What follows belongs to an exercise in optimizing a design on an open flow for small area; a production flow would make more cautious choices. RTL that was checked went through simulation tests only; none was proved equivalent to the original. Power and IR drop assume default switching activity.

==> v10: inputs <==
==> flow/design.v <==
`timescale 1ns/1ps
package ccip_if_pkg;
   typedef enum logic [1:0] {
      eVC_VA  = 2'd0,
      eVC_VL0 = 2'd1,
      eVC_VH0 = 2'd2,
      eVC_VH1 = 2'd3
   } t_ccip_vc;
   typedef enum logic [1:0] {
      eCL_LEN_1 = 2'd0,
      eCL_LEN_2 = 2'd1,
      eCL_LEN_4 = 2'd3
   } t_ccip_clLen;
   typedef enum logic [3:0] {
      eREQ_WRLINE_I = 4'h0,
      eREQ_WRLINE_M = 4'h1,
      eREQ_WRPUSH_I = 4'h2,
      eREQ_WRFENCE  = 4'h4,
      eREQ_INTR     = 4'h6
   } t_ccip_c1_req;
   typedef logic [41:0]  t_ccip_clAddr;
   typedef logic [15:0]  t_ccip_mdata;
   typedef logic [511:0] t_ccip_clData;
   typedef struct packed {
      t_ccip_vc     vc_sel;
      logic         sop;
      t_ccip_clLen  cl_len;
      t_ccip_c1_req req_type;
      t_ccip_clAddr address;
      t_ccip_mdata  mdata;
   } t_ccip_c1_ReqMemHdr;
   typedef struct packed {
      t_ccip_c1_ReqMemHdr hdr;
      t_ccip_clData       data;
      logic               valid;
   } t_if_ccip_c1_Tx;
endpackage
`timescale 1ns/1ps
module hq_fifo_writer #(
   parameter int unsigned FIFO_DEPTH   = 16,
   parameter int unsigned FLUSH_CYCLES = 64
) (
   input  logic           clk,
   input  logic           rst_n,
   input  logic [63:0]    wr_addr,
   input  logic [63:0]    wr_capacity,
   input  logic [255:0]   wr_msg,
   input  logic           wr_valid,
   output logic [63:0]    wr_drops,
   output logic [63:0]    wr_head,
   input  logic           c1TxAlmFull,
   output logic [579:0]   c1_sTx
);
   localparam int unsigned AW = $clog2(FIFO_DEPTH);
   localparam int unsigned TW = (FLUSH_CYCLES > 1) ? $clog2(FLUSH_CYCLES) : 1;
   localparam logic [AW:0] PtrOne = {{AW{1'b0}}, 1'b1};
   localparam logic [1:0] StIdle = 2'd0;
   localparam logic [1:0] StHalf = 2'd1;
   localparam logic [1:0] StSend = 2'd2;
   logic [255:0]   mem_q [FIFO_DEPTH];
   logic [AW:0]    wptr_q, rptr_q;
   logic [1:0]     state_q;
   logic [255:0]   slot0_q, slot1_q;
   logic [TW-1:0]  timer_q;
   logic [63:0]    drops_q, head_q;
   logic [63:0]    addr_q, cap_q;
   logic           valid_q;
   logic [41:0]    hsent_q;
   logic           empty, full, push, cfg_ok, cfg_chg, rd_ok, issue;
   logic           ld0, ld1, flush, timeout;
   logic [63:0]    head_base, head_inc;
   logic [255:0]   fifo_out;
   assign empty    = (wptr_q == rptr_q);
   assign full     = (wptr_q[AW] != rptr_q[AW]) && (wptr_q[AW-1:0] == rptr_q[AW-1:0]);
   assign push     = wr_valid && !full;
   always_comb begin
      fifo_out = '0;
      for (int i = 0; i < FIFO_DEPTH; i++) begin
         fifo_out = fifo_out | ({256{rptr_q[AW-1:0] == AW'(i) && !flush}} & mem_q[i]);
      end
   end
   assign cfg_ok   = (wr_addr != 64'd0) && (wr_capacity >= 64'd64);
   assign cfg_chg  = (wr_addr != addr_q) || (wr_capacity != cap_q);
   assign head_base = cfg_chg ? 64'd0 : head_q;
   assign head_inc  = head_q + 64'd1;
   assign rd_ok   = !empty && cfg_ok;
   assign ld0     = (state_q == StIdle) && rd_ok;
   assign ld1     = (state_q == StHalf) && rd_ok;
   assign timeout = (timer_q == TW'(FLUSH_CYCLES - 1));
   assign flush   = (state_q == StHalf) && !rd_ok && timeout;
   assign issue   = (state_q == StSend) && !c1TxAlmFull && cfg_ok;
   always_ff @(posedge clk) begin
      if (push) begin
         mem_q[wptr_q[AW-1:0]] <= wr_msg;
      end
   end
   always_ff @(posedge clk) begin
      if (ld0) slot0_q <= fifo_out;
      if (ld1 || flush) slot1_q <= fifo_out;
   end
   always_ff @(posedge clk) begin
      hsent_q <= head_base[41:0];
   end
   always_ff @(posedge clk) begin
      addr_q <= wr_addr;
      cap_q  <= wr_capacity;
   end
   always_ff @(posedge clk or negedge rst_n) begin
      if (!rst_n) begin
         wptr_q  <= '0;
         rptr_q  <= '0;
         state_q <= StIdle;
         timer_q <= '0;
         drops_q <= '0;
         head_q  <= '0;
         valid_q <= 1'b0;
      end else begin
         valid_q <= issue;
         if (push) wptr_q <= wptr_q + PtrOne;
         if (ld0 || ld1) rptr_q <= rptr_q + PtrOne;
         if (wr_valid && full && (drops_q != '1)) drops_q <= drops_q + 64'd1;
         if (cfg_chg) begin
            head_q <= (issue && (64'd64 < wr_capacity)) ? 64'd1 : 64'd0;
         end else if (issue) begin
            head_q <= ({head_inc[57:0], 6'd0} >= wr_capacity) ? 64'd0 : head_inc;
         end
         case (state_q)
            StIdle: if (ld0) state_q <= StHalf;
            StHalf: begin
               if (ld1) begin
                  timer_q <= '0;
                  state_q <= StSend;
               end else if (timeout) begin
                  timer_q <= '0;
                  state_q <= StSend;
               end else begin
                  timer_q <= timer_q + TW'(1);
               end
            end
            StSend: if (issue) state_q <= StIdle;
            default: state_q <= StIdle;
         endcase
      end
   end
   assign wr_drops = drops_q;
   assign wr_head  = head_q;
   assign c1_sTx[579:578] = ccip_if_pkg::eVC_VA;
   assign c1_sTx[577]     = 1'b1;
   assign c1_sTx[576:575] = ccip_if_pkg::eCL_LEN_1;
   assign c1_sTx[574:571] = ccip_if_pkg::eREQ_WRLINE_I;
   assign c1_sTx[570:529] = addr_q[47:6] + hsent_q;
   assign c1_sTx[528:513] = hsent_q[15:0];
   assign c1_sTx[512:1]   = {slot1_q, slot0_q};
   assign c1_sTx[0]       = valid_q;
endmodule
==> flow/flow/run.sh <==
#!/bin/bash
# Standard ORFS layout with the smallest port buffers, no CTS dummy loads and
# larger clock-sink clusters.
set -euo pipefail
export BUFFER_PORTS_ARGS="-buffer_cell sky130_fd_sc_hd__buf_1"
export CTS_ARGS="-sink_clustering_enable -repair_clock_nets -dont_use_dummy_load -sink_clustering_size 25 -sink_clustering_max_diameter 80"
bash standard.sh finish > flow_standard.log 2>&1
==> flow/standard.sh <==
#!/bin/bash
# synth_recipe.tcl (not shown) runs the flow's synth.tcl, then flattens the netlist and writes it again
# the make line also repeats each setting of config.mk as NAME=value (left out here)
make -C /OpenROAD-flow-scripts/flow DESIGN_CONFIG=/design/flow/config.mk WORK_HOME=/design/flow/orfs CLKGATE_MAP_FILE= SYNTH_SCRIPT=/design/flow/synth_recipe.tcl "${@:-finish}"
==> flow/config.mk <==
export PLATFORM = sky130hd
export DESIGN_NAME = hq_fifo_writer
export DESIGN_NICKNAME = hq_fifo_writer
export VERILOG_FILES = /design/flow/design.v
export SDC_FILE = /design/flow/constraint.sdc
export NUM_CORES = 4
export LEC_CHECK = 0
export CAP_MARGIN = 20
export CORE_MARGIN = 2
export CORE_UTILIZATION = 50
export PLACE_DENSITY = 0.62
export SLEW_MARGIN = 20
==> flow/constraint.sdc <==
create_clock -name core_clock -period 7.0 [get_ports {clk}]
set_input_delay 1.4000 -clock core_clock [delete_from_list [all_inputs] [get_ports {clk}]]
set_output_delay 1.4000 -clock core_clock [all_outputs]
set_load 0.01 [all_outputs]
==> inputs of v14, as changes to v10 <==
==> flow/design.v, changed modules only <==
module hq_fifo_writer #(
   parameter int unsigned FIFO_DEPTH   = 16,
   parameter int unsigned FLUSH_CYCLES = 64
) (
   input  logic           clk,
   input  logic           rst_n,
   input  logic [63:0]    wr_addr,
   input  logic [63:0]    wr_capacity,
   input  logic [255:0]   wr_msg,
   input  logic           wr_valid,
   output logic [63:0]    wr_drops,
   output logic [63:0]    wr_head,
   input  logic           c1TxAlmFull,
   output logic [579:0]   c1_sTx
);
   localparam int unsigned AW = $clog2(FIFO_DEPTH);
   localparam int unsigned TW = (FLUSH_CYCLES > 1) ? $clog2(FLUSH_CYCLES) : 1;
   localparam logic [AW:0] PtrOne = {{AW{1'b0}}, 1'b1};
   localparam logic [1:0] StIdle = 2'd0;
   localparam logic [1:0] StHalf = 2'd1;
   localparam logic [1:0] StSend = 2'd2;
   logic [255:0]   mem_q [FIFO_DEPTH];
   logic [AW:0]    wptr_q, rptr_q;
   logic [1:0]     state_q;
   logic [255:0]   slot0_q, slot1_q;
   logic [TW-1:0]  timer_q;
   logic [63:0]    drops_q, head_q;
   logic [63:0]    addr_q, cap_q;
   logic           valid_q;
   logic [41:0]    hsent_q;
   logic           empty, full, push, cfg_ok, cfg_chg, rd_ok, issue;
   logic           ld0, ld1, flush, timeout;
   logic [63:0]    head_base, head_inc;
   logic [255:0]   fifo_out;
   assign empty    = (wptr_q == rptr_q);
   assign full     = (wptr_q[AW] != rptr_q[AW]) && (wptr_q[AW-1:0] == rptr_q[AW-1:0]);
   assign push     = wr_valid && !full;
   assign cfg_ok   = (wr_addr != 64'd0) && (wr_capacity >= 64'd64);
   assign cfg_chg  = (wr_addr != addr_q) || (wr_capacity != cap_q);
   assign head_base = cfg_chg ? 64'd0 : head_q;
   assign head_inc  = head_q + 64'd1;
   assign rd_ok   = !empty && cfg_ok;
   assign ld0     = (state_q == StIdle) && rd_ok;
   assign ld1     = (state_q == StHalf) && rd_ok;
   assign timeout = (timer_q == TW'(FLUSH_CYCLES - 1));
   assign flush   = (state_q == StHalf) && !rd_ok && timeout;
   assign issue   = (state_q == StSend) && !c1TxAlmFull && cfg_ok;
   always_comb begin
      fifo_out = '0;
      for (int i = 0; i < FIFO_DEPTH; i++) begin
         fifo_out = fifo_out | ({256{rptr_q[AW-1:0] == AW'(i)}} & mem_q[i]);
      end
   end
   always_ff @(posedge clk) begin
      if (push) begin
         mem_q[wptr_q[AW-1:0]] <= wr_msg;
      end
   end
   always_ff @(posedge clk) begin
      if (ld0) slot0_q <= fifo_out;
      slot1_q <= ({256{ld1}} & fifo_out) | ({256{!(ld1 || flush)}} & slot1_q);
   end
   always_ff @(posedge clk) begin
      hsent_q <= head_base[41:0];
   end
   always_ff @(posedge clk) begin
      addr_q <= wr_addr;
      cap_q  <= wr_capacity;
   end
   always_ff @(posedge clk or negedge rst_n) begin
      if (!rst_n) begin
         wptr_q  <= '0;
         rptr_q  <= '0;
         state_q <= StIdle;
         timer_q <= '0;
         drops_q <= '0;
         head_q  <= '0;
         valid_q <= 1'b0;
      end else begin
         valid_q <= issue;
         if (push) wptr_q <= wptr_q + PtrOne;
         if (ld0 || ld1) rptr_q <= rptr_q + PtrOne;
         drops_q <= drops_q + 64'(wr_valid && full && (drops_q != '1));
         if (cfg_chg) begin
            head_q <= (issue && (64'd64 < wr_capacity)) ? 64'd1 : 64'd0;
         end else if (issue) begin
            head_q <= ({head_inc[57:0], 6'd0} >= cap_q) ? 64'd0 : head_inc;
         end
         case (state_q)
            StIdle: if (ld0) state_q <= StHalf;
            StHalf: begin
               if (ld1) begin
                  timer_q <= '0;
                  state_q <= StSend;
               end else if (timeout) begin
                  timer_q <= '0;
                  state_q <= StSend;
               end else begin
                  timer_q <= timer_q + TW'(1);
               end
            end
            StSend: if (issue) state_q <= StIdle;
            default: state_q <= StIdle;
         endcase
      end
   end
   assign wr_drops = drops_q;
   assign wr_head  = head_q;
   assign c1_sTx[579:578] = ccip_if_pkg::eVC_VA;
   assign c1_sTx[577]     = 1'b1;
   assign c1_sTx[576:575] = ccip_if_pkg::eCL_LEN_1;
   assign c1_sTx[574:571] = ccip_if_pkg::eREQ_WRLINE_I;
   assign c1_sTx[570:529] = addr_q[47:6] + hsent_q;
   assign c1_sTx[528:513] = hsent_q[15:0];
   assign c1_sTx[512:1]   = {slot1_q, slot0_q};
   assign c1_sTx[0]       = valid_q;
endmodule
==> flow/flow/run.sh (replaced) <==
#!/bin/bash
# Standard ORFS layout with the smallest port buffers, no CTS dummy loads and
# larger clock-sink clusters.
set -euo pipefail
export BUFFER_PORTS_ARGS="-buffer_cell sky130_fd_sc_hd__buf_1"
export CTS_ARGS="-sink_clustering_enable -repair_clock_nets -dont_use_dummy_load -sink_clustering_size 27 -sink_clustering_max_diameter 100"
bash standard.sh finish > flow_standard.log 2>&1
Settings changed: CAP_MARGIN 20 to 10, CORE_UTILIZATION 50 to 42, PLACE_DENSITY 0.62 to 0.6, SLEW_MARGIN 20 to 10.
==> notes.md <==
	v14	v10
Vias	101,000	101,000
Hold_sp	slot1_q[230]	wptr_q[4]
Number of antenna violations at the first check in global routing	135	134
Synth Area in Simple Gates	3.62%	4.24%
Wire length on met2	267 mm	269 mm
Non-clock inverter count	103	91
Worst hold slack	0.478 ns	0.491 ns
Delay contributed by the slowest stage of the critical path	0.60 ns	0.69 ns
Crit path depth	11	14
Synth Instances	9,691	10,000
Number of global-route vias before repair	96,800	98,100
Area growth from synthesis to layout	9.51%	9.54%
Post-route clock period utilization	84.8%	94.0%
Sequential Area	0.143 mm2	0.145 mm2
Run status	complete, no violations	complete, no violations
First-pass GRT wire length	771 mm	758 mm
Fill cell instance count of the final layout	35,500	27,900
Cell area after technology mapping	0.177 mm2	0.180 mm2
Global routing met2 resource utilization	41.3%	48.6%
Placement-stage cell area	0.188 mm2	0.191 mm2
Power drawn by the sequential cells	38.3 mW	39.7 mW
Die Outline Area	0.426 mm2	0.365 mm2
Function not checked in v10: the RTL went through the layout flow alone.

-- re-timing with driven ports --
Ports are ideal in the flow. The routed layouts listed here were re-timed in OpenROAD. Step 1 assumes that a clkbuf_16 drives the clock port and a buf_2 every other input. Step 2 adds t to the input delays and takes it off the output delays; t is the mean of the earliest and latest rising clock arrival at the registers after step 1. Input paths then give back, and output paths get back, about the clock's delay inside the block. Three values: no drivers, after step 1, after step 2; two values: the first two.
run | t (ns) | setup WS [ns] | worst hold slack (ns) | worst register clock-pin slew, ns
v10 | 1.074 | 0.420 / 0.304 / 0.336 | 0.491 / 0.485 / 0.491 | 0.11 / 0.11
v14 | 1.057 | 1.067 / 0.948 / 1.149 | 0.478 / 0.473 / 0.478 | 0.11 / 0.11
After both steps every run listed still meets setup and hold. For v10, which loses most, drivers alone change the setup slack by -0.116 ns; drivers and shift together by -0.084 ns.
